Source: an optimization exercise on an open RTL-to-GDS flow (aim: small area and a short achievable clock period). Production flows keep margins and buffers that such runs may drop. The RTL was checked by simulation tests, not by an equivalence proof against the original design. Power is estimated from default activity; no workload was simulated.

==> design/flow/design.v <==
module anvil_shared_tlb #(
  parameter int unsigned ENTRIES    = 16,
  parameter int unsigned VLEN       = 64,
  parameter int unsigned ASID_WIDTH = 16
) (
  input  logic                  clk_i,
  input  logic                  rst_i,
  input  logic                  flush_i,
  input  logic                  itlb_miss_i,
  input  logic                  dtlb_miss_i,
  input  logic [VLEN-1:0]       itlb_vaddr_i,
  input  logic [VLEN-1:0]       dtlb_vaddr_i,
  input  logic                  dtlb_is_store_i,
  input  logic [ASID_WIDTH-1:0] asid_i,
  output logic                  itlb_ack_o,
  output logic                  dtlb_ack_o,
  output logic                  ptw_access_o,
  output logic                  ptw_hit_o,
  output logic [VLEN-1:0]       ptw_vaddr_o,
  output logic                  ptw_itlb_req_o,
  output logic                  ptw_is_store_o,
  input  logic                  ptw_update_valid_i,
  input  logic [26:0]           ptw_update_vpn_i,
  input  logic [ASID_WIDTH-1:0] ptw_update_asid_i,
  input  logic [1:0]            ptw_update_is_page_i,
  input  logic [63:0]           ptw_update_content_i,
  input  logic                  ptw_error_i,
  output logic                  refill_valid_o,
  output logic                  refill_is_itlb_o,
  output logic [26:0]           refill_vpn_o,
  output logic [ASID_WIDTH-1:0] refill_asid_o,
  output logic [1:0]            refill_is_page_o,
  output logic [63:0]           refill_content_o,
  output logic [31:0]           perf_hit_cnt_o,
  output logic [31:0]           perf_miss_cnt_o
);
  localparam int unsigned IW = $clog2(ENTRIES);
  localparam int unsigned EW = 27 + ASID_WIDTH + 2 + 64;
  logic idle_q, lookup_q, wait_q;
  logic [ENTRIES-1:0]    valid_q;
  logic [26:0]           vpn_q     [ENTRIES];
  logic [ASID_WIDTH-1:0] asid_q    [ENTRIES];
  logic [1:0]            page_q    [ENTRIES];
  logic [63:0]           content_q [ENTRIES];
  logic [IW-1:0]         rr_q;
  logic [VLEN-1:0]       req_vaddr_q;
  logic                  req_itlb_q, req_store_q;
  logic                  ack;
  logic [VLEN-1:0]       sel_vaddr;
  logic [26:0]           lk_vpn;
  logic [ENTRIES-1:0]    match, first, sel_q, inv_first, rr_dec, we;
  logic                  hit_q, all_valid, fill_we;
  assign itlb_ack_o = idle_q && !flush_i && itlb_miss_i;
  assign dtlb_ack_o = idle_q && !flush_i && !itlb_miss_i && dtlb_miss_i;
  assign ack        = idle_q && !flush_i && (itlb_miss_i || dtlb_miss_i);
  assign sel_vaddr  = itlb_miss_i ? itlb_vaddr_i : dtlb_vaddr_i;
  assign lk_vpn     = sel_vaddr[38:12];
  always_comb begin
    for (int i = 0; i < int'(ENTRIES); i++) begin
      logic hi_eq, mid_eq, lo_eq;
      hi_eq  = (vpn_q[i][26:18] == lk_vpn[26:18]);
      mid_eq = (vpn_q[i][17:9]  == lk_vpn[17:9]);
      lo_eq  = (vpn_q[i][8:0]   == lk_vpn[8:0]);
      match[i] = valid_q[i] && (content_q[i][5] || asid_q[i] == asid_i) && hi_eq &&
                 (page_q[i][0] || mid_eq) && (page_q[i][0] || page_q[i][1] || lo_eq);
    end
  end
  always_comb begin
    for (int i = 0; i < int'(ENTRIES); i++) begin
      first[i] = match[i] && !(|(match & ((ENTRIES'(1) << i) - ENTRIES'(1))));
    end
  end
  always_ff @(posedge clk_i or posedge rst_i) begin
    if (rst_i) begin
      sel_q <= '0;
      hit_q <= 1'b0;
    end else begin
      sel_q <= ack ? first : '0;
      hit_q <= ack && (|match);
    end
  end
  logic [EW-1:0] rd;
  always_comb begin
    rd = '0;
    for (int i = 0; i < int'(ENTRIES); i++) begin
      rd = rd | ({EW{sel_q[i]}} & {content_q[i], page_q[i], asid_q[i], 9'd0, vpn_q[i][17:0]});
    end
    rd[26:18] = {9{hit_q}} & req_vaddr_q[38:30];
    rd = rd & {EW{!flush_i}};
  end
  assign ptw_access_o     = lookup_q && !flush_i;
  assign ptw_hit_o        = hit_q && !flush_i;
  assign refill_valid_o   = ptw_hit_o;
  assign refill_is_itlb_o = ptw_hit_o && req_itlb_q;
  assign refill_vpn_o     = rd[26:0];
  assign refill_asid_o    = rd[27 +: ASID_WIDTH];
  assign refill_is_page_o = rd[27 + ASID_WIDTH +: 2];
  assign refill_content_o = rd[27 + ASID_WIDTH + 2 +: 64];
  assign ptw_vaddr_o    = req_vaddr_q;
  assign ptw_itlb_req_o = req_itlb_q;
  assign ptw_is_store_o = req_store_q;
  always_ff @(posedge clk_i or posedge rst_i) begin
    if (rst_i) begin
      idle_q   <= 1'b1;
      lookup_q <= 1'b0;
      wait_q   <= 1'b0;
    end else begin
      idle_q   <= flush_i || (idle_q && !itlb_miss_i && !dtlb_miss_i) || (lookup_q && hit_q) ||
                  (wait_q && (ptw_update_valid_i || ptw_error_i));
      lookup_q <= ack;
      wait_q   <= !flush_i && ((lookup_q && !hit_q) ||
                               (wait_q && !ptw_update_valid_i && !ptw_error_i));
    end
  end
  always_ff @(posedge clk_i or posedge rst_i) begin
    if (rst_i) begin
      req_vaddr_q <= '0;
      req_itlb_q  <= 1'b0;
      req_store_q <= 1'b0;
    end else if (ack) begin
      req_vaddr_q <= sel_vaddr;
      req_itlb_q  <= itlb_miss_i;
      req_store_q <= !itlb_miss_i && dtlb_is_store_i;
    end
  end
  always_comb begin
    logic below_valid;
    below_valid = 1'b1;
    for (int i = 0; i < int'(ENTRIES); i++) begin
      inv_first[i] = !valid_q[i] && below_valid;
      below_valid  = below_valid && valid_q[i];
      rr_dec[i]    = (rr_q == IW'(i));
    end
  end
  assign all_valid = &valid_q;
  assign fill_we   = wait_q && ptw_update_valid_i && !flush_i;
  assign we        = {ENTRIES{wait_q && ptw_update_valid_i}} & (all_valid ? rr_dec : inv_first);
  always_ff @(posedge clk_i or posedge rst_i) begin
    if (rst_i) begin
      valid_q <= '0;
      rr_q    <= '0;
    end else if (flush_i) begin
      valid_q <= '0;
    end else if (fill_we) begin
      valid_q <= valid_q | we;   
      if (all_valid) rr_q <= rr_q + 1'b1;
    end
  end
  always_ff @(posedge clk_i) begin
    for (int i = 0; i < int'(ENTRIES); i++) begin
      if (we[i]) begin
        vpn_q[i]     <= ptw_update_vpn_i;
        asid_q[i]    <= ptw_update_asid_i;
        page_q[i]    <= ptw_update_is_page_i;
        content_q[i] <= ptw_update_content_i;
      end
    end
  end
  logic [31:0] hit_cnt_q, miss_cnt_q;
  always_ff @(posedge clk_i or posedge rst_i) begin
    if (rst_i) begin
      hit_cnt_q  <= '0;
      miss_cnt_q <= '0;
    end else if (ptw_access_o) begin
      if (hit_q && hit_cnt_q != 32'hFFFF_FFFF)   hit_cnt_q  <= hit_cnt_q + 32'd1;
      if (!hit_q && miss_cnt_q != 32'hFFFF_FFFF) miss_cnt_q <= miss_cnt_q + 32'd1;
    end
  end
  assign perf_hit_cnt_o  = hit_cnt_q;
  assign perf_miss_cnt_o = miss_cnt_q;
endmodule
==> design/flow/flow/run.sh <==
#!/bin/bash
set -euo pipefail
export BUFFER_PORTS_ARGS="-buffer_cell sky130_fd_sc_hd__buf_2"
bash standard.sh > standard_flow.log 2>&1
==> design/flow/standard.sh <==
#!/bin/bash
# synth_recipe.tcl (not shown) runs the flow's synth.tcl, then flattens the netlist and writes it again
# the make line also repeats each setting of config.mk as NAME=value (left out here)
make -C /OpenROAD-flow-scripts/flow DESIGN_CONFIG=/design/flow/config.mk WORK_HOME=/design/flow/orfs CLKGATE_MAP_FILE= SYNTH_SCRIPT=/design/flow/synth_recipe.tcl "${@:-finish}"
==> design/flow/config.mk <==
export PLATFORM = sky130hd
export DESIGN_NAME = anvil_shared_tlb
export DESIGN_NICKNAME = anvil_shared_tlb
export VERILOG_FILES = /design/flow/design.v
export SDC_FILE = /design/flow/constraint.sdc
export NUM_CORES = 4
export LEC_CHECK = 0
export CAP_MARGIN = 20
export CORE_MARGIN = 2
export CORE_UTILIZATION = 40
export CTS_BUF_LIST = sky130_fd_sc_hd__clkbuf_16
export CTS_CLUSTER_DIAMETER = 100
export CTS_CLUSTER_SIZE = 25
export SETUP_SLACK_MARGIN = 4.5
export SLEW_MARGIN = 20
export TNS_END_PERCENT = 30
==> design/flow/constraint.sdc <==
create_clock -name core_clock -period 9.0 [get_ports {clk_i}]
set_input_delay 1.8000 -clock core_clock [delete_from_list [all_inputs] [get_ports {clk_i}]]
set_output_delay 1.8000 -clock core_clock [all_outputs]
set_load 0.01 [all_outputs]
==> flow_metrics.tcl, run 1 <==
set metrics [dict create \
    post-synth-top-area-cell "sky130_fd_sc_hd__edfxtp_1" \
    timing.critical_path.from_type "flop" \
    clock-root-buffer "sky130_fd_sc_hd__clkbuf_16" \
    proportion_of_synthesized_flip_flops_having_asynchronous_set_or_reset_pct 8.88 \
    area_growth_syn_to_layout_pct 17.8 \
    synth_top_cells_by_count "sky130_fd_sc_hd__edfxtp_1, sky130_fd_sc_hd__xnor2_1, sky130_fd_sc_hd__a22o_1" \
    ant_nets 0 \
    leak_pwr_nw 29.4 \
    drtIter0Drc 7215 \
    cpLargestDelayFamily "compound AO/OA/AOI/OAI gates" \
    worst_ir_drop_vdd_mv 0.203 \
    route.detailed.drc 0 \
    min-delay-start "req_vaddr_q[43]$_DFFE_PP0P_" \
    dieHeight_um 444 \
    synth.net_count 4963 \
    globalRoute.totalOverflow 0 \
    initial_utilization_pct 40.2 \
    layoutNonFillerInstCount 7893 \
    die_width_um 444 \
    hold_end "req_vaddr_q[43]$_DFFE_PP0P_" \
    synth.yosys.warnings 5 \
    rows 161 \
    critical_path.n_buffers_inverters 3 \
    p_per_area_mw_per_mm2 170 \
    final.fill_count 16290 \
    gpl.final_weighted_congestion 0.923 \
    io_pins 506 \
    slew_viol_final 0 \
    hold_path_class "reg2reg" \
    groute.usage.overall_pct 27.7 \
    initial_antenna_violation_count 49 \
    grt_first_pass_wirelength_mm 383 \
    max_freq_ghz 0.216 \
    post_synth_num_cell_types 62 \
    drt-wirelength-per-cell_um 36.6 \
    numPlacedInstances 7515 \
    timing_hold_violations_final 0 \
    cts_hold_buf 0 \
    synth_seq_area_share_pct 73.2 \
    post_synth_main_area_contributors "sky130_fd_sc_hd__edfxtp_1, sky130_fd_sc_hd__dfrtp_1, sky130_fd_sc_hd__xnor2_1" \
    die_footprint_mm2 0.197 \
    finish.net_count 5578 \
    rsz0062_at_grt "yes" \
    clock_latency_ns 0.78 \
    cts.reportedPaths.clkPinSlew_ns 0.11 \
    post_route_cells_drive_above_1_share_pct 22.4 \
    final_total_negative_setup_slack_ns 0 \
    cts_tree "built" \
    totalWireLength_mm 289 \
    cts-root-to-sink-buffers 3 \
    grt_max_degree 118 \
    regToRegStartpoint "valid_q[0]$_DFFE_PP0P_" \
    mappedNetlistArea_mm2 0.0774 \
    syn-instance-count 4696 \
    synth-seq-cells 1914 \
    report.final.setup_viol 0 \
    status "timing/DRC/antenna clean" \
    detailedPlacementHpwl_mm 146 \
    worst-r2r-cell-count 9 \
    syn_area_per_cell_um2 16.5 \
    cp_peak_stage_delay_ns 0.58 \
    finalCritPeriodShare_pct 51.5 \
    reg2reg_setup_slack_ns 4.65 \
    finClkSkew_ns 0.0544 \
    vias 49625 \
    crit_type "reg2out" \
    tightestPinTransition_ns 1.28 \
    synth-edff-count 1744 \
    relSlewSlack_pct 14.5 \
    crit_fanout 6 \
    top_count_cell_post_synth "sky130_fd_sc_hd__edfxtp_1" \
    critPathRequiredTime_ns 7.20 \
    tritoncts.num_buffers 89 \
    cts.sinks 1914 \
    worst_setup_path_end_kind "output pin" \
    drt_pass1_iterations 5 \
    core_area_mm2 0.192 \
    critPathArrivalTime_ns 2.84 \
    synth_top_flop_cell "sky130_fd_sc_hd__edfxtp_1" \
    regToRegEndpoint "content_q[15][7]$_DFFE_PP_" \
    post-route-min-period_ns 4.64 \
    yosysTopAreaCellShare_pct 67.7 \
    vias_in_the_first_global_route 46476 \
    maxCapViolations 0 \
    crit_chain "buf_12 > clkbuf_16 > a22o_1 > a221oi_1 > and3_1 > a31oi_1 > buf_2" \
    cpMaxStageDelayCell "sky130_fd_sc_hd__dfrtp_4" \
    cts.htree.levels 3 \
    drt-vias-per-instance 6.29 \
    io_buffer_count 505 \
    hold_path_depth 2 \
]
cells by family after synthesis:
| group | synth area share (%) |
|---|---|
| fa+ha+maj | 0.0970 |
| xor+xnor | 8.53 |
| simple gates | 4.48 |
| buf+inv | 1.66 |
| compound gates | 10.7 |
| flops | 73.2 |
| mux | 1.29 |
state kept, by name, summed over array words and instances, names as in the netlist:
| register | cells |
|---|---|
| asid_q | 256 |
| content_q | 1024 |
| hit_cnt_q | 32 |
| hit_q | 1 |
| idle_q | 1 |
| lookup_q | 1 |
| miss_cnt_q | 32 |
| page_q | 32 |
| req_itlb_q | 1 |
| req_store_q | 1 |
| req_vaddr_q | 64 |
| rr_q | 4 |
| sel_q | 16 |
| valid_q | 16 |
| vpn_q | 432 |
| wait_q | 1 |
metal layers:
layer / GRT usage, % / part of all wire (%) / wire [µm]
met5: 0 / 0.10 / 295
met4: 13.2 / 5.2 / 15100
met3: 5.80 / 11 / 30700
met2: 43.5 / 46 / 132000
met1: 37.0 / 38 / 110000
placed cells by master, fill, tap and decap left out, types with 23 or more instances in the layout:
cell and count:
sky130_fd_sc_hd__and2_1 23, sky130_fd_sc_hd__a221oi_2 108, sky130_fd_sc_hd__a31oi_1 37, sky130_fd_sc_hd__mux2i_1 37
sky130_fd_sc_hd__nor2_1 78, sky130_fd_sc_hd__mux2i_4 27, sky130_fd_sc_hd__a221oi_1 187, sky130_fd_sc_hd__a22o_1 299
sky130_fd_sc_hd__dfrtp_1 153, sky130_fd_sc_hd__and3_1 91, sky130_fd_sc_hd__nand3_1 36, sky130_fd_sc_hd__edfxtp_1 1744
sky130_fd_sc_hd__a41oi_1 24, sky130_fd_sc_hd__xor2_1 298, sky130_fd_sc_hd__clkbuf_16 107, sky130_fd_sc_hd__nand2_1 106
sky130_fd_sc_hd__inv_1 37, sky130_fd_sc_hd__buf_2 488, sky130_fd_sc_hd__nand4_1 67, sky130_fd_sc_hd__buf_16 50
sky130_fd_sc_hd__nor3_1 35, sky130_fd_sc_hd__nor4_1 115, sky130_fd_sc_hd__a31oi_4 45, sky130_fd_sc_hd__o21ai_0 67
sky130_fd_sc_hd__buf_12 65, sky130_fd_sc_hd__buf_4 150, sky130_fd_sc_hd__a22oi_1 202, sky130_fd_sc_hd__xnor2_1 454
final cells by class:
class / count / area [µm²] / area share (%)
inverter: 18 / 71.3 / 0.0783
timing repair buffer: 802 / 7290 / 8.00
multi-input combinational: 2486 / 21300 / 23.4
clock buffer: 90 / 2250 / 2.47
clock inverter: 36 / 300 / 0.330
antenna: 21 / 52.6 / 0.0577
tap: 2526 / 3160 / 3.47
sequential: 1914 / 56700 / 62.2
repair_timing:
action,CTS,global route
pin swaps,28,44
gates resized for setup,257,140
cloned,37,19
hold endpoints to repair,0,0
buffers inserted,61,114
endpoints found under the setup margin,131,165
worst max-delay path by stage:
stage	from	end	cells after the start
6_report	sel_q[14]$_DFF_PP0_	refill_vpn_o[9]	7
5_1_grt	sel_q[1]$_DFF_PP0_	refill_content_o[7]	6
4_1_cts	sel_q[8]$_DFF_PP0_	refill_content_o[16]	5
3_5_place_dp	itlb_miss_i	sel_q[11]$_DFF_PP0_	11
3_3_place_gp	itlb_miss_i	sel_q[11]$_DFF_PP0_	11
2_1_floorplan	ptw_update_valid_i	asid_q[12][0]$_DFFE_PP_	3
where the power goes:
group	leakage, nW	switching [mW]	total [mW]	internal, mW
registers	17.9	0.0538	9.81	9.76
logic	10.2	0.594	0.943	0.349
clock network	1.32	2.81	4.70	1.89
per-stage QoR:
stage          utilization (%)  hold slack [ns]  power, mW  worst slack [ns]  instance area (µm²)
2_1_floorplan                -            0.464       10.4              3.47                77400
3_3_place_gp              43.0            0.459       10.8              3.10                82800
3_5_place_dp              43.0            0.466       10.8              3.13                82800
4_1_cts                   46.1            0.489       15.4              4.35                88700
5_1_grt                   47.3            0.504       15.9              4.36                91100
6_report                  47.4            0.484       15.5              4.36                91100
worst min-delay path: cells and delay by family, from the launching register on:
| family | cells | cell delay [ns] |
|---|---|---|
| AOI/OAI and AO/OA | 1 | 0.06 |
| DFF | 1 | 0.35 |
| and+or+nand+nor | 1 | 0.04 |
==> inputs of run 2 (changes only) <==
--- a/design/flow/config.mk
+++ b/design/flow/config.mk
@@ -8,5 +8,5 @@
 export CAP_MARGIN = 20
 export CORE_MARGIN = 2
-export CORE_UTILIZATION = 40
+export CORE_UTILIZATION = 55
 export CTS_BUF_LIST = sky130_fd_sc_hd__clkbuf_16
 export CTS_CLUSTER_DIAMETER = 100
@@ -14,3 +14,2 @@
 export SETUP_SLACK_MARGIN = 4.5
 export SLEW_MARGIN = 20
-export TNS_END_PERCENT = 30
==> run 2 against run 1 <==
  * Cell count decreased by 8.4%
  * Clock skew decreased by 0.0065 ns
  * Global-route usage rose by 10 points
  * Non-clock buffer count is 7 lower
  * Final area down 2.2%
  * Critical path depth increased by 2
  * Clock power shrank 2%
==> flow_metrics.tcl, run 2 <==
set metrics [dict create \
    status "timing/DRC/antenna clean" \
    cts_hold_buf 0 \
    gpl.final_weighted_congestion 0.975 \
    pwr-share-comb_pct 6.2 \
    yosys.area_share.adder_pct 0.0970 \
    synthSimpleGateAreaFrac_pct 4.48 \
    ant_nets 0 \
    final_total_negative_setup_slack_ns 0 \
    layout.cells.most_common "sky130_fd_sc_hd__edfxtp_1" \
    grt_first_pass_wirelength_mm 375 \
    synth_top_flop_cell "sky130_fd_sc_hd__edfxtp_1" \
    tightestPinTransition_ns 1.23 \
    cp_peak_stage_delay_ns 1.00 \
    cts.reportedPaths.clkPinSlew_ns 0.11 \
    synth_compound_area_share_pct 10.7 \
    finish.net_count 5569 \
    totalWireLength_mm 277 \
    cpMaxStageDelayCell "sky130_fd_sc_hd__nor4_1" \
    drt-wirelength-per-cell_um 38.4 \
    synth.net_count 4963 \
    route.detailed.drc 0 \
    slew_viol_final 0 \
    switching_share_pct 22.4 \
    cts-root-to-sink-buffers 3 \
    clkPwrFrac_pct 29.9 \
    maxCapViolations 0 \
    seq_power_share_pct 63.9 \
    vias 49606 \
    critPathArrivalTime_ns 5.24 \
    synth-xor-area-share_pct 8.53 \
    timing_hold_violations_final 0 \
    timing.critical_path.from_type "input port" \
    crit_fanout 16 \
    cts_tree "built" \
    cts.htree.levels 3 \
    drtIter0Drc 7300 \
    synth-edff-count 1744 \
    globalRoute.totalOverflow 0 \
    cpLargestDelayFamily "simple AND/OR/NAND/NOR gates" \
    post_synth_main_area_contributors "sky130_fd_sc_hd__edfxtp_1, sky130_fd_sc_hd__dfrtp_1, sky130_fd_sc_hd__xnor2_1" \
    die_width_um 379 \
    relSlewSlack_pct 18.3 \
    final_core_utilization_pct 63.8 \
    p_per_area_mw_per_mm2 172 \
    crit_chain "buf_2 > xor2_1 > nor4_1 > a41oi_1 > nor4_2 > nor4_4 > nor2b_1 > nand4_1 > nor2b_1" \
    io_pins 506 \
    core_area_mm2 0.140 \
    crit_top_cell "sky130_fd_sc_hd__nor2b_1" \
    groute.usage.overall_pct 37.8 \
    worst_ir_drop_vdd_mv 0.188 \
    syn_area_per_cell_um2 16.5 \
    report.final.setup_viol 0 \
    max_freq_ghz 0.216 \
    switching_power_mw 3.44 \
    top_count_cell_post_synth "sky130_fd_sc_hd__edfxtp_1" \
    detailedPlacementHpwl_mm 144 \
    proportion_of_synthesized_flip_flops_having_asynchronous_set_or_reset_pct 8.88 \
    max_flop_register "content_q" \
    clock_latency_ns 0.77 \
    drt-vias-per-instance 6.86 \
    io_buffer_count 505 \
    worst_setup_path_end_kind "flop" \
    initial_antenna_violation_count 32 \
    post-synth-top-area-cell "sky130_fd_sc_hd__edfxtp_1" \
    leak_pwr_nw 29.2 \
    synth-seq-cells 1914 \
    fin_worst_hold_slack_ns 0.483 \
    hold_path_class "reg2reg" \
    critPathRequiredTime_ns 9.61 \
    rsz0062_at_grt "yes" \
    critical_path.n_buffers_inverters 1 \
    crit_type "in2reg" \
    drt_pass1_iterations 6 \
    p_int_mw 11.9 \
    finalCritPeriodShare_pct 51.4 \
    synth_top_cells_by_count "sky130_fd_sc_hd__edfxtp_1, sky130_fd_sc_hd__xnor2_1, sky130_fd_sc_hd__a22o_1" \
    mappedNetlistArea_mm2 0.0774 \
    post-route-min-period_ns 4.63 \
    cts.sinks 1914 \
    vias_in_the_first_global_route 46645 \
    dieHeight_um 379 \
    rows 137 \
    post_route_cells_drive_above_1_share_pct 21.2 \
    synth_seq_area_share_pct 73.2 \
    synth.area.mux_share_pct 1.29 \
    synth_top_family_by_area "compound AO/OA/AOI/OAI gates" \
    initial_utilization_pct 55.4 \
    post_synth_num_cell_types 62 \
    yosysTopAreaCellShare_pct 67.7 \
    mostFrequentLayoutCells "sky130_fd_sc_hd__edfxtp_1, sky130_fd_sc_hd__buf_2, sky130_fd_sc_hd__xnor2_1, sky130_fd_sc_hd__a22o_1, sky130_fd_sc_hd__xor2_1" \
    finClkSkew_ns 0.0479 \
    clock-root-buffer "sky130_fd_sc_hd__clkbuf_16" \
    final.fill_count 10263 \
    synth.yosys.warnings 5 \
    tritoncts.num_buffers 87 \
    grt_max_degree 128 \
    largest_reg_flops 1024 \
    die_footprint_mm2 0.144 \
    syn-instance-count 4696 \
    area_growth_syn_to_layout_pct 15.1 \
    top_regs "content_q: 1024 flops, vpn_q: 432 flops, asid_q: 256 flops" \
]
run 2: through the flow:
stage	instance area [µm²]	std cells	setup WS (ns)	power, mW
floorplan	77400	4696	3.47	10.4
global placement	81900	6872	3.13	10.8
detailed placement	81900	6872	3.04	10.8
CTS	87900	7172	4.43	15.4
global route	89100	7217	4.41	15.7
finish	89100	7227	4.37	15.4
run 2: timing repair:
item                       4_1_cts  5_1_grt
resized for setup              188      127
cloned                          22        6
setup endpoints to repair      131       99
setup buffers                  153       35
pin swaps                       18       53
run 2: area by class of cell:
type | instances | area [µm²] | share of cell area [%]
Antenna cell | 13 | 32.5 | 0.0365
Inverter | 18 | 71.3 | 0.0801
Clock inverter | 37 | 280 | 0.315
Multi-Input combinational cell | 2486 | 20700 | 23.3
Tap cell | 1876 | 2350 | 2.63
Timing Repair Buffer | 795 | 6750 | 7.58
Sequential cell | 1914 | 56700 | 63.6
Clock buffer | 88 | 2200 | 2.47
run 2: metal layers:
layer  part of all wire (%)  up-vias  track usage [%]
met2                     46     3200             58.3
met1                     39    25828             52.8
met3                     11      609             8.48
met5                  0.068        -                0
li1                       -    19941                -
met4                    4.5       28             14.4
run 2: path summary, 6_finish.rpt:
check	from	end	slack, ns	cells past startpoint
max in group asynchronous	rst_i	sel_q[15]$_DFF_PP0_	6.78	3
worst max register to register	valid_q[1]$_DFFE_PP0P_	content_q[6][9]$_DFFE_PP_	4.92	9
worst min-delay path	req_vaddr_q[50]$_DFFE_PP0P_	req_vaddr_q[50]$_DFFE_PP0P_	0.48	2
worst min register to register	req_vaddr_q[50]$_DFFE_PP0P_	req_vaddr_q[50]$_DFFE_PP0P_	0.48	2
min in group asynchronous	rst_i	miss_cnt_q[0]$_DFFE_PP0P_	1.04	2
worst max-delay path	asid_i[9]	sel_q[15]$_DFF_PP0_	4.37	9
run 2: worst register-to-register path: cells and delay by family, from the launching register on:
| kind | cells | cell delay (ns) |
|---|---|---|
| AOI/OAI and AO/OA | 1 | 0.19 |
| and+or+nand+nor | 6 | 1.32 |
| buffers and inverters | 2 | 1.59 |
| DFF | 1 | 0.56 |
run 2: cell families (layout without fill, tap and decap cells):
group | Yosys count | in the layout
fa+ha+maj | 6 | 6
compound gates | 1037 | 1037
other cells | 0 | 13
xor+xnor | 753 | 753
simple gates | 624 | 624
flops | 1914 | 1914
mux | 66 | 66
buf+inv | 296 | 938
run 2: power by group through the flow:
| stage | logic [mW] | clock network, mW | registers, mW |
|---|---|---|---|
| global placement | 0.817 | 0 | 10.0 |
| floorplan | 0.393 | 0 | 10.0 |
| detailed placement | 0.821 | 0 | 10.0 |
| finish | 0.950 | 4.60 | 9.82 |
| global route | 1.01 | 4.89 | 9.83 |
| CTS | 0.921 | 4.63 | 9.82 |
==> inputs of run 3 (changes only) <==
--- a/design/flow/config.mk
+++ b/design/flow/config.mk
@@ -12,4 +12,5 @@
 export CTS_CLUSTER_DIAMETER = 100
 export CTS_CLUSTER_SIZE = 25
+export PLACE_DENSITY = 0.75
 export SETUP_SLACK_MARGIN = 4.5
 export SLEW_MARGIN = 20
==> run 3 against run 2 <==
  * Still clean
  * Clock skew fell by 0.0059 ns
  * Hold slack improved by 0.0011 ns
  * Synthesized cell count did not move
  * Critical endpoint is now refill_content_o[21]
  * Largest power group unchanged
==> flow_metrics.tcl, run 3 <==
set metrics [dict create \
    reg2reg_setup_slack_ns 4.90 \
    top_count_cell_post_synth "sky130_fd_sc_hd__edfxtp_1" \
    post-route-min-period_ns 4.62 \
    leak_pwr_nw 29.2 \
    synth.net_count 4963 \
    timing_hold_violations_final 0 \
    synth_top_cells_by_count "sky130_fd_sc_hd__edfxtp_1, sky130_fd_sc_hd__xnor2_1, sky130_fd_sc_hd__a22o_1" \
    tritoncts.num_buffers 87 \
    finalCritPeriodShare_pct 51.3 \
    proportion_of_synthesized_flip_flops_having_asynchronous_set_or_reset_pct 8.88 \
    detailedPlacementHpwl_mm 139 \
    p_per_area_mw_per_mm2 170 \
    drtIter0Drc 7959 \
    die_width_um 379 \
    core_area_mm2 0.140 \
    cts.reportedPaths.clkPinSlew_ns 0.11 \
    crit_type "reg2out" \
    synth-seq-cells 1914 \
    gpl.final_weighted_congestion 1.01 \
    critPathRequiredTime_ns 7.20 \
    critPathArrivalTime_ns 2.82 \
    globalRoute.totalOverflow 0 \
    regToRegStartpoint "valid_q[2]$_DFFE_PP0P_" \
    initial_utilization_pct 55.4 \
    post_route_cells_drive_above_1_share_pct 22.3 \
    synth_seq_area_share_pct 73.2 \
    cts_tree "built" \
    area_growth_syn_to_layout_pct 15.9 \
    groute.usage.overall_pct 35.8 \
    status "timing/DRC/antenna clean" \
    max_flop_register "content_q" \
    worst_ir_drop_vdd_mv 0.231 \
    top_regs "content_q: 1024 flops, vpn_q: 432 flops, asid_q: 256 flops" \
    post_synth_num_cell_types 62 \
    initial_antenna_violation_count 42 \
    preCtsSetupSlack_ns 3.29 \
    relSlewSlack_pct 10.4 \
    rsz0062_at_grt "yes" \
    die_footprint_mm2 0.144 \
    finish.net_count 5521 \
    cp_peak_stage_delay_ns 0.55 \
    syn_area_per_cell_um2 16.5 \
    worst-r2r-cell-count 8 \
    timing.critical_path.depth 7 \
    cts_hold_buf 0 \
    seq_area_mm2 0.0567 \
    maxCapViolations 0 \
    grt_max_degree 102 \
    cpLargestDelayFamily "compound AO/OA/AOI/OAI gates" \
    regToRegEndpoint "content_q[7][21]$_DFFE_PP_" \
    worst_setup_path_end_kind "output pin" \
    io_pins 506 \
    synth.yosys.warnings 5 \
    finClkSkew_ns 0.0420 \
    min-delay-start "req_vaddr_q[58]$_DFFE_PP0P_" \
    clock-root-buffer "sky130_fd_sc_hd__clkbuf_16" \
    cts-root-to-sink-buffers 3 \
    totalWireLength_mm 268 \
    crit_chain "buf_12 > buf_16 > a22o_1 > a221oi_1 > and3_4 > a31oi_1 > buf_2" \
    crit_fanout 12 \
    hold_path_depth 2 \
    layout.cells.most_common "sky130_fd_sc_hd__edfxtp_1" \
    route.detailed.drc 0 \
    slew_viol_final 0 \
    drt-vias-per-instance 7.03 \
    worst_slack_setup_final_ns 4.38 \
    vias 50494 \
    cts.sinks 1914 \
    totalPowerFinal_mw 15.3 \
    hold_end "req_vaddr_q[58]$_DFFE_PP0P_" \
    drt_pass1_iterations 17 \
    final_total_negative_setup_slack_ns 0 \
    dieHeight_um 379 \
    ant_nets 0 \
    post_synth_main_area_contributors "sky130_fd_sc_hd__edfxtp_1, sky130_fd_sc_hd__dfrtp_1, sky130_fd_sc_hd__xnor2_1" \
    max_freq_ghz 0.216 \
    final.fill_count 9749 \
    vias_in_the_first_global_route 46743 \
    clock_latency_ns 0.77 \
    tightestPinTransition_ns 1.34 \
    synth_top_flop_cell "sky130_fd_sc_hd__edfxtp_1" \
    io_buffer_count 505 \
    mappedNetlistArea_mm2 0.0774 \
    yosysTopAreaCellShare_pct 67.7 \
    cts.htree.levels 3 \
    multiInputGateArea_mm2 0.0215 \
    report.final.setup_viol 0 \
    mostFrequentLayoutCells "sky130_fd_sc_hd__edfxtp_1, sky130_fd_sc_hd__buf_2, sky130_fd_sc_hd__xnor2_1, sky130_fd_sc_hd__a22o_1, sky130_fd_sc_hd__xor2_1" \
    drt-wirelength-per-cell_um 37.3 \
    synth-edff-count 1744 \
    syn-instance-count 4696 \
    critical_path.n_buffers_inverters 3 \
    hold_path_class "reg2reg" \
    cpMaxStageDelayCell "sky130_fd_sc_hd__dfrtp_4" \
    rows 137 \
    post-synth-top-area-cell "sky130_fd_sc_hd__edfxtp_1" \
    timing.critical_path.from_type "flop" \
    grt_first_pass_wirelength_mm 360 \
    largest_reg_flops 1024 \
]
[run 3: cell counts after synthesis]
Identical to the previous run, type by type.
[run 3: where the power goes]
| group | total, mW | internal (mW) | leakage (nW) | switching [mW] |
|---|---|---|---|---|
| combinational | 0.871 | 0.302 | 9.98 | 0.569 |
| clock | 4.58 | 1.80 | 1.33 | 2.78 |
| sequential | 9.82 | 9.76 | 17.9 | 0.0641 |
| total | 15.3 | 11.9 | 29.2 | 3.41 |
[run 3: how the worst max path moves through the flow]
stage                                  start                       to  slack, ns
after global placement           itlb_miss_i      sel_q[11]$_DFF_PP0_       3.27
after detailed placement         itlb_miss_i      sel_q[15]$_DFF_PP0_       3.29
after floorplan           ptw_update_valid_i  asid_q[12][0]$_DFFE_PP_       3.47
after CTS                 sel_q[0]$_DFF_PP0_     refill_content_o[36]       4.42
final                     sel_q[0]$_DFF_PP0_     refill_content_o[21]       4.38
after global routing      sel_q[8]$_DFF_PP0_     refill_content_o[44]       4.33
[run 3: layout make-up]
type                       count  share of cell area [%]
clock inverter                43                   0.359
timing repair buffer         747                    7.31
inverter                      18                  0.0795
tap                         1876                    2.62
clock buffer                  87                    2.43
antenna                       16                  0.0447
multi-input combinational   2486                    23.9
sequential                  1914                    63.2
[run 3: routing by layer]
metal,vias to the layer above,track usage (%),wire [µm]
li1,19874,-,-
met1,25507,48.6,93600
met2,4209,53.8,120000
met3,866,8.89,37400
met4,38,18.7,16600
met5,-,0,230
[run 3: cell families (layout without fill, tap and decap cells)]
group	after synthesis	count (layout)	synth area share [%]
compound gates	1037	1037	10.7
mux	66	66	1.29
fa+ha+maj	6	6	0.0970
xor+xnor	753	753	8.53
simple gates	624	624	4.48
buf+inv	296	895	1.66
other cells	0	16	0
flops	1914	1914	73.2
[run 3: repair_timing]
item	in CTS	in global routing
endpoints found under the setup margin	128	94
pin swaps	43	93
gates resized for setup	259	187
cloned	27	14
setup buffers	78	57
[run 3: through the flow]
step	std cells	util (%)	area (µm²)	hold WS, ns
floorplan	4696	-	77400	0.464
global placement	6864	58.6	81800	0.457
detailed placement	6865	58.7	81900	0.465
CTS	7100	62.9	87700	0.488
global route	7179	64.2	89600	0.508
finish	7187	64.3	89700	0.484
[run 3: worst min-delay path, stage by stage (launching register included)]
cell and delay [ns]:
sky130_fd_sc_hd__dfrtp_1 0.35, sky130_fd_sc_hd__nand2_1 0.04, sky130_fd_sc_hd__o21ai_0 0.06
==> inputs of run 4 (changes only) <==
--- a/design/flow/config.mk
+++ b/design/flow/config.mk
@@ -8,9 +8,8 @@
 export CAP_MARGIN = 20
 export CORE_MARGIN = 2
-export CORE_UTILIZATION = 55
+export CORE_UTILIZATION = 68
 export CTS_BUF_LIST = sky130_fd_sc_hd__clkbuf_16
 export CTS_CLUSTER_DIAMETER = 100
 export CTS_CLUSTER_SIZE = 25
-export PLACE_DENSITY = 0.75
-export SETUP_SLACK_MARGIN = 4.5
+export SETUP_SLACK_MARGIN = 4.8
 export SLEW_MARGIN = 20
==> run 4 against run 3 <==
  * Setup slack lost 0.051 ns
  * Clock-buffer cell count increased by 2
  * Flip-flop and latch count unchanged
  * Power increased by 0.92%
  * Clock skew rose by 0.017 ns
  * Global-route usage up 11 points
  * First-iteration DRC count increased by 28%
  * Highest routed layer unchanged
==> flow_metrics.tcl, run 4 <==
set metrics [dict create \
    status "timing/DRC/antenna clean" \
    syn-instance-count 4696 \
    gpl.final_weighted_congestion 1.00 \
    synth.yosys.warnings 5 \
    cts.sinks 1914 \
    top_regs "content_q: 1024 flops, vpn_q: 432 flops, asid_q: 256 flops" \
    regToRegStartpoint "valid_q[0]$_DFFE_PP0P_" \
    synth-seq-cells 1914 \
    report.final.setup_viol 0 \
    io_buffer_count 505 \
    synth_seq_area_share_pct 73.2 \
    core_area_mm2 0.113 \
    cts.htree.levels 3 \
    stdcell_area_mm2 0.0923 \
    tritoncts.num_buffers 87 \
    initial_utilization_pct 68.7 \
    area_growth_syn_to_layout_pct 19.3 \
    cts-root-to-sink-buffers 3 \
    mostFrequentLayoutCells "sky130_fd_sc_hd__edfxtp_1, sky130_fd_sc_hd__buf_2, sky130_fd_sc_hd__xnor2_1, sky130_fd_sc_hd__a22o_1, sky130_fd_sc_hd__xor2_1" \
    vias_in_the_first_global_route 49398 \
    worst_ir_drop_vdd_mv 0.198 \
    final_core_utilization_pct 81.9 \
    finalCritPeriodShare_pct 51.9 \
    crit_chain "buf_12 > buf_12 > a22o_1 > a221oi_2 > a31oi_1 > buf_2" \
    initial_antenna_violation_count 37 \
    ant_nets 0 \
    maxCapViolations 0 \
    synth.net_count 4963 \
    crit_top_cell "sky130_fd_sc_hd__buf_12" \
    switching_power_mw 3.46 \
    totalPowerFinal_mw 15.4 \
    crit_end "refill_content_o[9]" \
    groute.usage.overall_pct 46.4 \
    yosysTopAreaCellShare_pct 67.7 \
    die_width_um 341 \
    timing.critical_path.from_type "flop" \
    io_pins 506 \
    cts_tree "built" \
    seq_power_share_pct 63.7 \
    hold_path_class "reg2reg" \
    clock_latency_ns 0.79 \
    syn_area_per_cell_um2 16.5 \
    cp_peak_stage_delay_ns 0.62 \
    proportion_of_synthesized_flip_flops_having_asynchronous_set_or_reset_pct 8.88 \
    finClkSkew_ns 0.0590 \
    finish.net_count 5668 \
    post-synth-top-area-cell "sky130_fd_sc_hd__edfxtp_1" \
    route.detailed.drc 0 \
    drt-wirelength-per-cell_um 41.8 \
    grt_first_pass_wirelength_mm 376 \
    cts.reportedPaths.clkPinSlew_ns 0.10 \
    critPathRequiredTime_ns 7.20 \
    totalWireLength_mm 292 \
    dieHeight_um 341 \
    post-route-min-period_ns 4.67 \
    final_total_negative_setup_slack_ns 0 \
    post_route_cells_drive_above_1_share_pct 26.1 \
    p_int_mw 12.0 \
    multiInputGateArea_mm2 0.0222 \
    clock-root-buffer "sky130_fd_sc_hd__clkbuf_16" \
    final.fill_count 5549 \
    clkPwrFrac_pct 30.0 \
    mappedNetlistArea_mm2 0.0774 \
    synth_top_cells_by_count "sky130_fd_sc_hd__edfxtp_1, sky130_fd_sc_hd__xnor2_1, sky130_fd_sc_hd__a22o_1" \
    detailedPlacementHpwl_mm 137 \
    synth_top_flop_cell "sky130_fd_sc_hd__edfxtp_1" \
    reg2reg_setup_slack_ns 4.88 \
    rsz0062_at_grt "yes" \
    crit_type "reg2out" \
    die_footprint_mm2 0.116 \
    tightestPinTransition_ns 1.35 \
    layout.cells.most_common "sky130_fd_sc_hd__edfxtp_1" \
    pwr-share-comb_pct 6.3 \
    leak_pwr_nw 30.5 \
    critPathArrivalTime_ns 2.87 \
    cpMaxStageDelayCell "sky130_fd_sc_hd__dfrtp_4" \
    regToRegEndpoint "vpn_q[15][12]$_DFFE_PP_" \
    post_synth_num_cell_types 62 \
    vias 53422 \
    largest_reg_flops 1024 \
    worst_setup_path_end_kind "output pin" \
    drtIter0Drc 10226 \
    drt_pass1_iterations 8 \
    max_freq_ghz 0.214 \
    relSlewSlack_pct 10.3 \
    cts_hold_buf 0 \
    slew_viol_final 0 \
    switching_share_pct 22.5 \
    worst_slack_setup_final_ns 4.33 \
    dpl-instance-area_mm2 0.0814 \
    timing_hold_violations_final 0 \
    rows 123 \
    p_per_area_mw_per_mm2 167 \
    crit_fanout 21 \
    preCtsSetupSlack_ns 3.20 \
    grt_max_degree 137 \
    top_count_cell_post_synth "sky130_fd_sc_hd__edfxtp_1" \
    post_synth_main_area_contributors "sky130_fd_sc_hd__edfxtp_1, sky130_fd_sc_hd__dfrtp_1, sky130_fd_sc_hd__xnor2_1" \
    globalRoute.totalOverflow 0 \
    max_flop_register "content_q" \
    seq_area_mm2 0.0567 \
    synth-edff-count 1744 \
    setup.worst_path.start "sel_q[11]$_DFF_PP0_" \
    worst-r2r-cell-count 9 \
    drt-vias-per-instance 7.65 \
]
run 4: cell counts after synthesis:
No cell type changed its count.
run 4: kinds of logic after synthesis:
logic type                 synth area share, %
muxes                                     1.29
buffers and inverters                     1.66
and+or+nand+nor                           4.48
adders and majority gates               0.0970
AOI/OAI and AO/OA                         10.7
xor gates and xnor gates                  8.53
DFF                                       73.2
run 4: what timing repair did:
action / in CTS / in global routing
cloned: 32 / 28
resized for setup: 372 / 273
endpoints found under the setup margin: 132 / 186
pin swaps: 81 / 120
setup buffers: 183 / 80
run 4: power groups by stage:
stage               Sequential [mW]  Clock, mW  Combinational (mW)
floorplan                      10.0          0               0.394
global placement               10.0          0               0.792
detailed placement             10.0          0               0.804
CTS                            9.82       4.52               0.907
global route                   9.83       4.83                1.01
finish                         9.82       4.62               0.968
run 4: worst min-delay path by stage:
stage	depth (start not counted)	end	start
2_1_floorplan	2	idle_q$_DFF_PP1_	idle_q$_DFF_PP1_
3_3_place_gp	2	req_vaddr_q[13]$_DFFE_PP0P_	req_vaddr_q[13]$_DFFE_PP0P_
3_5_place_dp	2	req_vaddr_q[47]$_DFFE_PP0P_	req_vaddr_q[47]$_DFFE_PP0P_
4_1_cts	2	req_vaddr_q[47]$_DFFE_PP0P_	req_vaddr_q[47]$_DFFE_PP0P_
5_1_grt	2	req_vaddr_q[47]$_DFFE_PP0P_	req_vaddr_q[47]$_DFFE_PP0P_
6_report	2	req_vaddr_q[47]$_DFFE_PP0P_	req_vaddr_q[47]$_DFFE_PP0P_
run 4: area by class of cell:
cell class / instances / share of cell area, %
Antenna cell: 34 / 0.0922
Clock buffer: 89 / 2.41
Clock inverter: 44 / 0.328
Inverter: 18 / 0.0773
Multi-Input combinational cell: 2486 / 24.1
Sequential cell: 1914 / 61.4
Tap cell: 1500 / 2.03
Timing Repair Buffer: 894 / 9.51
run 4: layer usage:
metal / routed length [µm] / global-route usage, %
met1: 90700 / 62.6
met2: 127000 / 69.3
met3: 49200 / 12.0
met4: 24800 / 27.4
met5: 141 / 0
run 4: through the flow:
step | hold slack [ns] | instances
2_1_floorplan | 0.464 | 4696
5_1_grt | 0.497 | 6958
3_3_place_gp | 0.460 | 6488
6_report | 0.479 | 6979
3_5_place_dp | 0.465 | 6488
4_1_cts | 0.487 | 6836
run 4: critical path, delay by kind of cell, from the launching register on:
family	cells	cell delay, ns
DFF	1	0.62
buffers and inverters	3	0.55
AOI/OAI and AO/OA	3	0.86
==> inputs of run 5 (changes only) <==
--- a/design/flow/config.mk
+++ b/design/flow/config.mk
@@ -12,4 +12,4 @@
 export CTS_CLUSTER_DIAMETER = 100
 export CTS_CLUSTER_SIZE = 25
-export SETUP_SLACK_MARGIN = 4.8
+export SETUP_SLACK_MARGIN = 4.2
 export SLEW_MARGIN = 20
==> run 5 against run 4 <==
  * Power shrank 1.4%
  * Clock-buffer cell count shrank 2
  * Die area stayed put
  * Flip-flop and latch count unchanged
  * Synthesized cell count stayed put
  * Clock power is 3% lower
  * Sequential power about the same
  * Fmax is 3.8% lower
  * Final area fell by 7.0%
  * Synthesized area did not move
  * Hold slack better by 0.0013 ns
  * Global-route usage is 4.0 points lower
==> flow_metrics.tcl, run 5 <==
set metrics [dict create \
    tightestPinTransition_ns 1.31 \
    vias_in_the_first_global_route 47521 \
    syn-instance-count 4696 \
    worst_ir_drop_vdd_mv 0.211 \
    post_synth_main_area_contributors "sky130_fd_sc_hd__edfxtp_1, sky130_fd_sc_hd__dfrtp_1, sky130_fd_sc_hd__xnor2_1" \
    die_footprint_mm2 0.116 \
    mappedNetlistArea_mm2 0.0774 \
    cts_tree "built" \
    cts.reportedPaths.clkPinSlew_ns 0.10 \
    largest_reg_flops 1024 \
    crit_type "reg2out" \
    fin_worst_hold_slack_ns 0.481 \
    finalCritPeriodShare_pct 53.9 \
    route.detailed.drc 0 \
    clock-root-buffer "sky130_fd_sc_hd__clkbuf_16" \
    multiInputGateArea_mm2 0.0197 \
    rows 123 \
    drt_pass1_iterations 8 \
    synth.net_count 4963 \
    critPathRequiredTime_ns 7.20 \
    globalRoute.totalOverflow 0 \
    critical_path.n_buffers_inverters 2 \
    gpl.final_weighted_congestion 1.00 \
    worst_setup_path_end_kind "output pin" \
    leak_pwr_nw 28.0 \
    vias 49873 \
    status "timing/DRC/antenna clean" \
    final_core_utilization_pct 76.2 \
    synth-edff-count 1744 \
    timing_hold_violations_final 0 \
    p_per_area_mw_per_mm2 177 \
    rsz0062_at_grt "yes" \
    synth_top_cells_by_count "sky130_fd_sc_hd__edfxtp_1, sky130_fd_sc_hd__xnor2_1, sky130_fd_sc_hd__a22o_1" \
    grt_max_degree 138 \
    synth_seq_area_share_pct 73.2 \
    core_area_mm2 0.113 \
    dieHeight_um 341 \
    worst_slack_setup_final_ns 4.14 \
    drt-vias-per-instance 7.36 \
    totalWireLength_mm 249 \
    drt-wirelength-per-cell_um 36.8 \
    synth.yosys.warnings 5 \
    crit_fanout 35 \
    yosysTopAreaCellShare_pct 67.7 \
    synth-seq-cells 1914 \
    seq_area_mm2 0.0567 \
    max_flop_register "content_q" \
    top_count_cell_post_synth "sky130_fd_sc_hd__edfxtp_1" \
    post_synth_num_cell_types 62 \
    grt_first_pass_wirelength_mm 347 \
    preCtsSetupSlack_ns 2.97 \
    initial_antenna_violation_count 31 \
    cpLargestDelayFamily "flip-flops" \
    mostFrequentLayoutCells "sky130_fd_sc_hd__edfxtp_1, sky130_fd_sc_hd__buf_2, sky130_fd_sc_hd__xnor2_1, sky130_fd_sc_hd__a22o_1, sky130_fd_sc_hd__a221oi_1" \
    layout.cells.most_common "sky130_fd_sc_hd__edfxtp_1" \
    max_freq_ghz 0.206 \
    post-route-min-period_ns 4.86 \
    cts.htree.levels 3 \
    post-synth-top-area-cell "sky130_fd_sc_hd__edfxtp_1" \
    cts-root-to-sink-buffers 3 \
    post_route_cells_drive_above_1_share_pct 17.1 \
    groute.usage.overall_pct 42.4 \
    clock_latency_ns 0.76 \
    final.fill_count 6656 \
    initial_utilization_pct 68.7 \
    report.final.setup_viol 0 \
    top_regs "content_q: 1024 flops, vpn_q: 432 flops, asid_q: 256 flops" \
    drtIter0Drc 7993 \
    reg2reg_setup_slack_ns 4.92 \
    critPathArrivalTime_ns 3.06 \
    area_growth_syn_to_layout_pct 10.9 \
    io_buffer_count 505 \
    final_total_negative_setup_slack_ns 0 \
    cp_peak_stage_delay_ns 0.79 \
    crit_chain "buf_8 > a22o_1 > a221oi_1 > and3_1 > a31oi_1 > buf_2" \
    cpMaxStageDelayCell "sky130_fd_sc_hd__dfrtp_4" \
    finClkSkew_ns 0.0498 \
    slew_viol_final 0 \
    synth_top_flop_cell "sky130_fd_sc_hd__edfxtp_1" \
    tritoncts.num_buffers 86 \
    detailedPlacementHpwl_mm 134 \
    die_width_um 341 \
    timing.critical_path.from_type "flop" \
    ant_nets 0 \
    cts.sinks 1914 \
    hold_path_class "reg2reg" \
    proportion_of_synthesized_flip_flops_having_asynchronous_set_or_reset_pct 8.88 \
    finish.net_count 5477 \
    maxCapViolations 0 \
    syn_area_per_cell_um2 16.5 \
    io_pins 506 \
    relSlewSlack_pct 12.1 \
]
-- run 5: cell counts after synthesis --
No cell type changed its count.
-- run 5: worst paths after layout --
kind,from,endpoint,cells after the start
setup / recovery,sel_q[15]$_DFF_PP0_,refill_content_o[28],6
hold / removal,req_vaddr_q[54]$_DFFE_PP0P_,req_vaddr_q[54]$_DFFE_PP0P_,2
setup reg to reg,valid_q[2]$_DFFE_PP0P_,content_q[6][6]$_DFFE_PP_,9
hold reg to reg,req_vaddr_q[54]$_DFFE_PP0P_,req_vaddr_q[54]$_DFFE_PP0P_,2
max in group asynchronous,rst_i,sel_q[0]$_DFF_PP0_,4
min in group asynchronous,rst_i,hit_cnt_q[18]$_DFFE_PP0P_,3
-- run 5: worst min-delay path: cells and delay by family (launching register included) --
family             cells  cell delay [ns]
AOI/OAI and AO/OA      1             0.05
DFF                    1             0.35
and+or+nand+nor        1             0.04
-- run 5: metal layers --
metal | up-vias | global-route usage (%) | routed length [µm]
met5 | - | 0 | 153
met4 | 24 | 19.6 | 13900
met3 | 843 | 11.2 | 36500
met2 | 4288 | 64.0 | 112000
met1 | 25001 | 58.6 | 86400
li1 | 19717 | - | -
-- run 5: kinds of logic after synthesis --
family	share of synthesized area, %
adder cells (fa/ha/maj)	0.0970
multiplexers	1.29
AND/OR/NAND/NOR	4.48
AO/OA/AOI/OAI	10.7
XOR/XNOR	8.53
buffers and inverters	1.66
flip-flops	73.2
-- run 5: cell type report --
type,count,area share [%]
well taps,1500,2.19
clock inverters,46,0.383
clock buffers,87,2.54
multi-input cells,2486,22.9
repair buffers,704,5.79
diodes,18,0.0525
inverters,18,0.0831
flip-flops and latches,1914,66.0
-- run 5: metrics by stage --
stage	std cells	total power, mW	cell area [µm²]
2_1_floorplan	4696	10.4	77400
3_3_place_gp	6485	10.8	81400
3_5_place_dp	6485	10.8	81400
4_1_cts	6680	15.1	85100
5_1_grt	6763	15.5	85800
6_report	6773	15.2	85800
-- run 5: report_power, final --
group	internal, mW	switching, mW
Clock	1.79	2.71
Sequential	9.76	0.0617
Combinational	0.318	0.561
Total	11.9	3.33
-- run 5: repair_timing --
| action | 4_1_cts | 5_1_grt |
|---|---|---|
| gates resized for setup | 63 | 10 |
| buffers inserted | 62 | 74 |
| hold buffers | 0 | 0 |
| endpoints found under the setup margin | 125 | 32 |
==> inputs of run 6 (changes only) <==
--- a/design/flow/config.mk
+++ b/design/flow/config.mk
@@ -8,8 +8,8 @@
 export CAP_MARGIN = 20
 export CORE_MARGIN = 2
-export CORE_UTILIZATION = 68
+export CORE_UTILIZATION = 72
 export CTS_BUF_LIST = sky130_fd_sc_hd__clkbuf_16
 export CTS_CLUSTER_DIAMETER = 100
 export CTS_CLUSTER_SIZE = 25
-export SETUP_SLACK_MARGIN = 4.2
+export SETUP_SLACK_MARGIN = 4.5
 export SLEW_MARGIN = 20
==> run 6 against run 5 <==
  * Die area decreased by 5.5%
  * Flip-flop and latch count unchanged
  * Global-route usage increased by 3.2 points
  * Largest cell class unchanged
  * Hold slack improved by 0.0030 ns
  * Clock skew increased by 0.0065 ns
  * Still clean on timing, DRC and antenna
  * Largest power group unchanged
  * Wire length increased by 3.6%
==> flow_metrics.tcl, run 6 <==
set metrics [dict create \
    layoutNonFillerInstCount 6738 \
    max_flop_register "content_q" \
    rows 120 \
    tritoncts.num_buffers 86 \
    numPlacedInstances 6383 \
    drtIter0Drc 9370 \
    detailedPlacementHpwl_mm 135 \
    seq_area_mm2 0.0567 \
    post-synth-top-area-cell "sky130_fd_sc_hd__edfxtp_1" \
    hold_end "req_vaddr_q[59]$_DFFE_PP0P_" \
    crit_fanout 38 \
    worst-r2r-cell-count 8 \
    core_area_mm2 0.107 \
    min-delay-start "req_vaddr_q[59]$_DFFE_PP0P_" \
    synth-seq-cells 1914 \
    globalRoute.totalOverflow 0 \
    critPathRequiredTime_ns 7.20 \
    cts_hold_buf 0 \
    status "timing/DRC/antenna clean" \
    final.fill_count 5398 \
    grt_max_degree 137 \
    slew_viol_final 0 \
    post_route_cells_drive_above_1_share_pct 19.1 \
    largest_reg_flops 1024 \
    timing_hold_violations_final 0 \
    layout.cells.most_common "sky130_fd_sc_hd__edfxtp_1" \
    post_synth_main_area_contributors "sky130_fd_sc_hd__edfxtp_1, sky130_fd_sc_hd__dfrtp_1, sky130_fd_sc_hd__xnor2_1" \
    cts.sinks 1914 \
    synth-edff-count 1744 \
    reg2reg_setup_slack_ns 4.77 \
    initial_utilization_pct 72.5 \
    crit_type "reg2out" \
    synth_top_flop_cell "sky130_fd_sc_hd__edfxtp_1" \
    tightestPinTransition_ns 1.47 \
    drt_pass1_iterations 6 \
    post-route-min-period_ns 4.57 \
    initial_antenna_violation_count 32 \
    vias_in_the_first_global_route 48199 \
    finalCritPeriodShare_pct 50.7 \
    grt_first_pass_wirelength_mm 354 \
    ant_nets 0 \
    max_freq_ghz 0.219 \
    cts-root-to-sink-buffers 3 \
    multiInputGateArea_mm2 0.0202 \
    regToRegStartpoint "valid_q[2]$_DFFE_PP0P_" \
    regToRegEndpoint "content_q[6][8]$_DFFE_PP_" \
    drt-wirelength-per-cell_um 38.3 \
    cts.htree.levels 3 \
    syn-instance-count 4696 \
    critPathArrivalTime_ns 2.77 \
    mostFrequentLayoutCells "sky130_fd_sc_hd__edfxtp_1, sky130_fd_sc_hd__buf_2, sky130_fd_sc_hd__xnor2_1, sky130_fd_sc_hd__a22o_1, sky130_fd_sc_hd__xor2_1" \
    area_growth_syn_to_layout_pct 12.7 \
    groute.usage.overall_pct 45.6 \
    die_width_um 332 \
    drt-vias-per-instance 7.61 \
    worst_setup_path_end_kind "output pin" \
    relSlewSlack_pct 2.31 \
    preCtsSetupSlack_ns 2.97 \
    syn_area_per_cell_um2 16.5 \
    synth.yosys.warnings 5 \
    die_footprint_mm2 0.110 \
    timing.critical_path.from_type "flop" \
    worst_ir_drop_vdd_mv 0.199 \
    dieHeight_um 332 \
    proportion_of_synthesized_flip_flops_having_asynchronous_set_or_reset_pct 8.88 \
    worst_slack_setup_final_ns 4.43 \
    yosysTopAreaCellShare_pct 67.7 \
    cts.reportedPaths.clkPinSlew_ns 0.10 \
    io_buffer_count 505 \
    top_count_cell_post_synth "sky130_fd_sc_hd__edfxtp_1" \
    leak_pwr_nw 28.6 \
    post_synth_num_cell_types 62 \
    synth_top_cells_by_count "sky130_fd_sc_hd__edfxtp_1, sky130_fd_sc_hd__xnor2_1, sky130_fd_sc_hd__a22o_1" \
    finish.net_count 5533 \
    gpl.final_weighted_congestion 0.994 \
    hold_path_class "reg2reg" \
    maxCapViolations 0 \
    finClkSkew_ns 0.0563 \
    route.detailed.drc 0 \
    clock_latency_ns 0.74 \
    rsz0062_at_grt "yes" \
    synth_seq_area_share_pct 73.2 \
    final_total_negative_setup_slack_ns 0 \
    clock-root-buffer "sky130_fd_sc_hd__clkbuf_16" \
    totalWireLength_mm 258 \
    synth.net_count 4963 \
    hold_path_depth 2 \
    report.final.setup_viol 0 \
    mappedNetlistArea_mm2 0.0774 \
    top_regs "content_q: 1024 flops, vpn_q: 432 flops, asid_q: 256 flops" \
    p_per_area_mw_per_mm2 175 \
    io_pins 506 \
    vias 51274 \
    cts_tree "built" \
]
run 6: cell counts after synthesis:
No cell type changed its count.
run 6: worst max-delay path by stage:
stage | from | end | slack [ns] | cells after the start
floorplan | ptw_update_valid_i | asid_q[12][0]$_DFFE_PP_ | 3.47 | 3
global placement | itlb_miss_i | hit_q$_DFF_PP0_ | 3.04 | 11
detailed placement | itlb_miss_i | hit_q$_DFF_PP0_ | 2.97 | 11
CTS | flush_i | refill_is_page_o[1] | 4.40 | 4
global route | sel_q[1]$_DFF_PP0_ | refill_content_o[3] | 4.42 | 6
finish | sel_q[8]$_DFF_PP0_ | refill_content_o[48] | 4.43 | 5
run 6: kinds of logic after synthesis:
| group | count (synthesis) | synth area share, % |
|---|---|---|
| adder cells (fa/ha/maj) | 6 | 0.0970 |
| flip-flops | 1914 | 73.2 |
| multiplexers | 66 | 1.29 |
| AO/OA/AOI/OAI | 1037 | 10.7 |
| AND/OR/NAND/NOR | 624 | 4.48 |
| XOR/XNOR | 753 | 8.53 |
| buffers and inverters | 296 | 1.66 |
run 6: critical path: stages, from the launching register on:
cell and delay (ns):
sky130_fd_sc_hd__dfrtp_4 0.60, sky130_fd_sc_hd__buf_8 0.27, sky130_fd_sc_hd__a22o_1 0.31, sky130_fd_sc_hd__a221oi_1 0.38, sky130_fd_sc_hd__a31oi_1 0.20, sky130_fd_sc_hd__buf_4 0.20
run 6: routing by layer:
layer / up-vias / track usage, % / routed length, µm
met5: - / 0 / 171
met4: 26 / 24.5 / 17600
met3: 1034 / 12.2 / 41500
met2: 5094 / 68.7 / 115000
met1: 25257 / 61.8 / 84000
li1: 19863 / - / -
run 6: final cells by class:
class	count	share of cell area, %
Sequential cell	1914	65.0
Multi-Input combinational cell	2486	23.2
Timing Repair Buffer	760	6.79
Clock buffer	88	2.53
Tap cell	1403	2.01
Clock inverter	44	0.333
Inverter	18	0.0818
Antenna cell	25	0.0717
run 6: report_power, final:
group,internal [mW],switching (mW)
Sequential,9.76,0.0635
Clock,1.80,2.68
Combinational,0.357,0.589
run 6: repair_timing:
item                                   CTS  global route
setup buffers                          122            64
endpoints found under the hold margin    0             0
pin swaps                                2            10
setup endpoints to repair              130            74
resized for setup                      137            42
cloned                                   3             9
run 6: metrics by stage:
step	total power [mW]	util (%)	instance area [µm²]	hold slack, ns
after floorplan	10.4	-	77400	0.464
after global placement	10.8	76.1	81200	0.458
after detailed placement	10.8	76.1	81200	0.465
after CTS	15.1	80.6	86100	0.486
after global routing	15.5	81.7	87200	0.503
final	15.3	81.7	87200	0.484
==> inputs of run 7 (changes only) <==
--- a/design/flow/config.mk
+++ b/design/flow/config.mk
@@ -8,5 +8,5 @@
 export CAP_MARGIN = 20
 export CORE_MARGIN = 2
-export CORE_UTILIZATION = 72
+export CORE_UTILIZATION = 64
 export CTS_BUF_LIST = sky130_fd_sc_hd__clkbuf_16
 export CTS_CLUSTER_DIAMETER = 100
==> run 7 against run 6 <==
  * Fmax shrank 0.14%
  * Synthesized cell count unchanged
  * Critical path depth grew 6
  * Power barely moved
  * Die area grew 12%
  * Hold slack worse by 0.0013 ns
  * Sequential power barely moved
  * Clock-buffer cell count down 2
  * Global-route usage shrank 4.2 points
  * Clock power hardly changed
  * First-iteration DRC count is 10% lower
  * Still clean
  * Largest power group unchanged
  * Synthesized area unchanged
==> flow_metrics.tcl, run 7 <==
set metrics [dict create \
    status "timing/DRC/antenna clean" \
    cts.sinks 1914 \
    regToRegEndpoint "content_q[7][22]$_DFFE_PP_" \
    rsz0062_at_grt "yes" \
    worst_setup_path_end_kind "flop" \
    cpLargestDelayFamily "simple AND/OR/NAND/NOR gates" \
    crit_fanout 32 \
    cts_tree "built" \
    final.fill_count 7617 \
    syn_area_per_cell_um2 16.5 \
    preCtsSetupSlack_ns 3.31 \
    die_footprint_mm2 0.124 \
    clock_latency_ns 0.74 \
    crit_type "in2reg" \
    seq_area_mm2 0.0567 \
    cts.htree.levels 3 \
    p_per_area_mw_per_mm2 174 \
    report.final.setup_viol 0 \
    post_synth_num_cell_types 62 \
    maxCapViolations 0 \
    worst_slack_setup_final_ns 4.43 \
    synth-edff-count 1744 \
    top_regs "content_q: 1024 flops, vpn_q: 432 flops, asid_q: 256 flops" \
    initial_antenna_violation_count 31 \
    cts-root-to-sink-buffers 3 \
    timing.critical_path.from_type "input port" \
    synth_top_flop_cell "sky130_fd_sc_hd__edfxtp_1" \
    cts.reportedPaths.clkPinSlew_ns 0.10 \
    fin_worst_hold_slack_ns 0.482 \
    totalWireLength_mm 261 \
    drt-vias-per-instance 7.24 \
    timing.critical_path.depth 11 \
    synth_top_cells_by_count "sky130_fd_sc_hd__edfxtp_1, sky130_fd_sc_hd__xnor2_1, sky130_fd_sc_hd__a22o_1" \
    largest_reg_flops 1024 \
    timing_hold_violations_final 0 \
    final_total_negative_setup_slack_ns 0 \
    worst-r2r-cell-count 8 \
    leak_pwr_nw 28.7 \
    tritoncts.num_buffers 86 \
    slew_viol_final 0 \
    hold_path_class "reg2reg" \
    synth-seq-cells 1914 \
    synth_seq_area_share_pct 73.2 \
    vias 50460 \
    drtIter0Drc 8411 \
    io_buffer_count 505 \
    finClkSkew_ns 0.0378 \
    drt_pass1_iterations 8 \
    regToRegStartpoint "valid_q[0]$_DFFE_PP0P_" \
    multiInputGateArea_mm2 0.0201 \
    mappedNetlistArea_mm2 0.0774 \
    post-route-min-period_ns 4.57 \
    post_synth_main_area_contributors "sky130_fd_sc_hd__edfxtp_1, sky130_fd_sc_hd__dfrtp_1, sky130_fd_sc_hd__xnor2_1" \
    die_width_um 352 \
    worst_ir_drop_vdd_mv 0.166 \
    layoutNonFillerInstCount 6973 \
    synth.yosys.warnings 5 \
    ant_nets 0 \
    cpMaxStageDelayCell "sky130_fd_sc_hd__nor4_1" \
    max_flop_register "content_q" \
    gpl.final_weighted_congestion 1.02 \
    dieHeight_um 352 \
    initial_utilization_pct 64.5 \
    totalPowerFinal_mw 15.2 \
    critPathArrivalTime_ns 5.18 \
    globalRoute.totalOverflow 0 \
    syn-instance-count 4696 \
    detailedPlacementHpwl_mm 141 \
    cp_peak_stage_delay_ns 0.74 \
    route.detailed.drc 0 \
    core_area_mm2 0.120 \
    setup.worst_path.start "itlb_miss_i" \
    clock-root-buffer "sky130_fd_sc_hd__clkbuf_16" \
    critical_path.n_buffers_inverters 2 \
    crit_chain "buf_12 > mux2i_4 > buf_4 > xor2_1 > nand4_1 > nor4_1 > a41oi_1 > nor3_1 > nand4b_2 > nor2_1 > and3_1" \
    relSlewSlack_pct 18.2 \
    grt_first_pass_wirelength_mm 356 \
    top_count_cell_post_synth "sky130_fd_sc_hd__edfxtp_1" \
    critPathRequiredTime_ns 9.61 \
    synth.net_count 4963 \
    layout.cells.most_common "sky130_fd_sc_hd__edfxtp_1" \
    reg2reg_setup_slack_ns 4.96 \
    vias_in_the_first_global_route 46212 \
    drt-wirelength-per-cell_um 37.4 \
    mostFrequentLayoutCells "sky130_fd_sc_hd__edfxtp_1, sky130_fd_sc_hd__buf_2, sky130_fd_sc_hd__xnor2_1, sky130_fd_sc_hd__a22o_1, sky130_fd_sc_hd__xor2_1" \
    finish.net_count 5554 \
    tightestPinTransition_ns 1.22 \
    io_pins 506 \
    grt_max_degree 132 \
    area_growth_syn_to_layout_pct 13.0 \
    finalCritPeriodShare_pct 50.8 \
    post_route_cells_drive_above_1_share_pct 19.2 \
    groute.usage.overall_pct 41.5 \
    crit_end "sel_q[11]$_DFF_PP0_" \
    yosysTopAreaCellShare_pct 67.7 \
    rows 127 \
    proportion_of_synthesized_flip_flops_having_asynchronous_set_or_reset_pct 8.88 \
    max_freq_ghz 0.219 \
    post-synth-top-area-cell "sky130_fd_sc_hd__edfxtp_1" \
    numPlacedInstances 6608 \
    cts_hold_buf 0 \
]
run 7: changes by cell type in the layout (fill, tap and decap cells not counted), moves of 6 or more:
cell | before | now
sky130_fd_sc_hd__a31oi_4 | 16 | 10
sky130_fd_sc_hd__a221oi_1 | 263 | 273
sky130_fd_sc_hd__a221oi_2 | 35 | 24
sky130_fd_sc_hd__buf_12 | 69 | 63
sky130_fd_sc_hd__a31oi_2 | 10 | 16
sky130_fd_sc_hd__buf_4 | 151 | 175
sky130_fd_sc_hd__inv_1 | 55 | 62
run 7: through the flow:
| step | cell area [µm²] | utilization (%) |
|---|---|---|
| after detailed placement | 81600 | 68.0 |
| after global placement | 81600 | 68.0 |
| after floorplan | 77400 | - |
| after global routing | 87400 | 72.8 |
| final | 87400 | 72.9 |
| after CTS | 86400 | 72.0 |
run 7: final cells by class:
class | instances | share of cell area [%]
Sequential cell | 1914 | 64.8
Multi-Input combinational cell | 2486 | 23.0
Timing Repair Buffer | 781 | 6.91
Clock buffer | 86 | 2.46
Tap cell | 1612 | 2.31
Clock inverter | 53 | 0.323
Inverter | 18 | 0.0816
Antenna cell | 23 | 0.0658
run 7: worst min-delay path by stage:
stage	start	end	slack, ns	depth (start not counted)
6_report	req_vaddr_q[60]$_DFFE_PP0P_	req_vaddr_q[60]$_DFFE_PP0P_	0.48	2
5_1_grt	req_vaddr_q[4]$_DFFE_PP0P_	req_vaddr_q[4]$_DFFE_PP0P_	0.51	2
4_1_cts	req_vaddr_q[29]$_DFFE_PP0P_	req_vaddr_q[29]$_DFFE_PP0P_	0.49	2
3_5_place_dp	req_vaddr_q[9]$_DFFE_PP0P_	req_vaddr_q[9]$_DFFE_PP0P_	0.46	2
3_3_place_gp	req_vaddr_q[4]$_DFFE_PP0P_	req_vaddr_q[4]$_DFFE_PP0P_	0.46	2
2_1_floorplan	idle_q$_DFF_PP1_	idle_q$_DFF_PP1_	0.46	2
run 7: tightest hold or removal path: cells and delay by family, from the launching register on:
family | cells | cell delay [ns]
DFF | 1 | 0.35
AOI/OAI and AO/OA | 1 | 0.06
and+or+nand+nor | 1 | 0.04
run 7: cell families after synthesis:
kind of cell	share of synthesized area [%]
AOI/OAI and AO/OA	10.7
DFF	73.2
adders and majority gates	0.0970
xor gates and xnor gates	8.53
and+or+nand+nor	4.48
buffers and inverters	1.66
muxes	1.29
run 7: repair_timing:
| item | 4_1_cts | 5_1_grt |
|---|---|---|
| endpoints found under the setup margin | 131 | 50 |
| gates cloned | 5 | 7 |
| pin swaps | 1 | 10 |
| setup buffers | 131 | 59 |
| gates resized for setup | 134 | 43 |
run 7: per-layer routing:
metal	wire, µm	GRT usage, %
met5	155	0
met4	14500	19.7
met2	117000	62.3
met1	93700	57.8
met3	35500	9.97
run 7: power by group:
group | internal, mW | switching, mW
clock | 1.77 | 2.71
sequential | 9.76 | 0.0612
combinational | 0.355 | 0.587
total | 11.9 | 3.36

==> re-timing with driven ports <==
Ports are ideal in the flow. The routed layouts listed here were re-timed in OpenROAD.
Step 1 assumes that a clkbuf_16 drives the clock port and a buf_2 every other input.
Step 2 adds t to the input delays and takes it off the output delays; t is the mean of the earliest and latest rising clock arrival at the registers after step 1. Input paths then give back, and output paths get back, about the clock's delay inside the block.
a / b / c = ideal ports / drivers / drivers and shift; a / b = the first two.
run | t, ns | slack for setup (ns) | clock arrival spread, ns | worst register clock-pin slew, ns
run 1 | 0.851 | 4.362 / 4.185 / 3.758 | 0.064 / 0.064 | 0.11 / 0.11
run 2 | 0.827 | 4.374 / 4.235 / 3.605 | 0.049 / 0.049 | 0.11 / 0.11
run 3 | 0.825 | 4.381 / 4.128 / 3.610 | 0.046 / 0.045 | 0.12 / 0.12
run 4 | 0.847 | 4.330 / 4.012 / 3.813 | 0.063 / 0.063 | 0.12 / 0.12
run 5 | 0.811 | 4.145 / 4.067 / 3.444 | 0.050 / 0.050 | 0.12 / 0.12
run 6 | 0.789 | 4.435 / 4.202 / 3.652 | 0.056 / 0.056 | 0.11 / 0.11
run 7 | 0.798 | 4.428 / 4.340 / 3.638 | 0.044 / 0.044 | 0.12 / 0.12
After both steps every run listed still meets setup and hold. For run 7, which loses most, drivers alone change the setup slack by -0.088 ns; drivers and shift together by -0.790 ns.
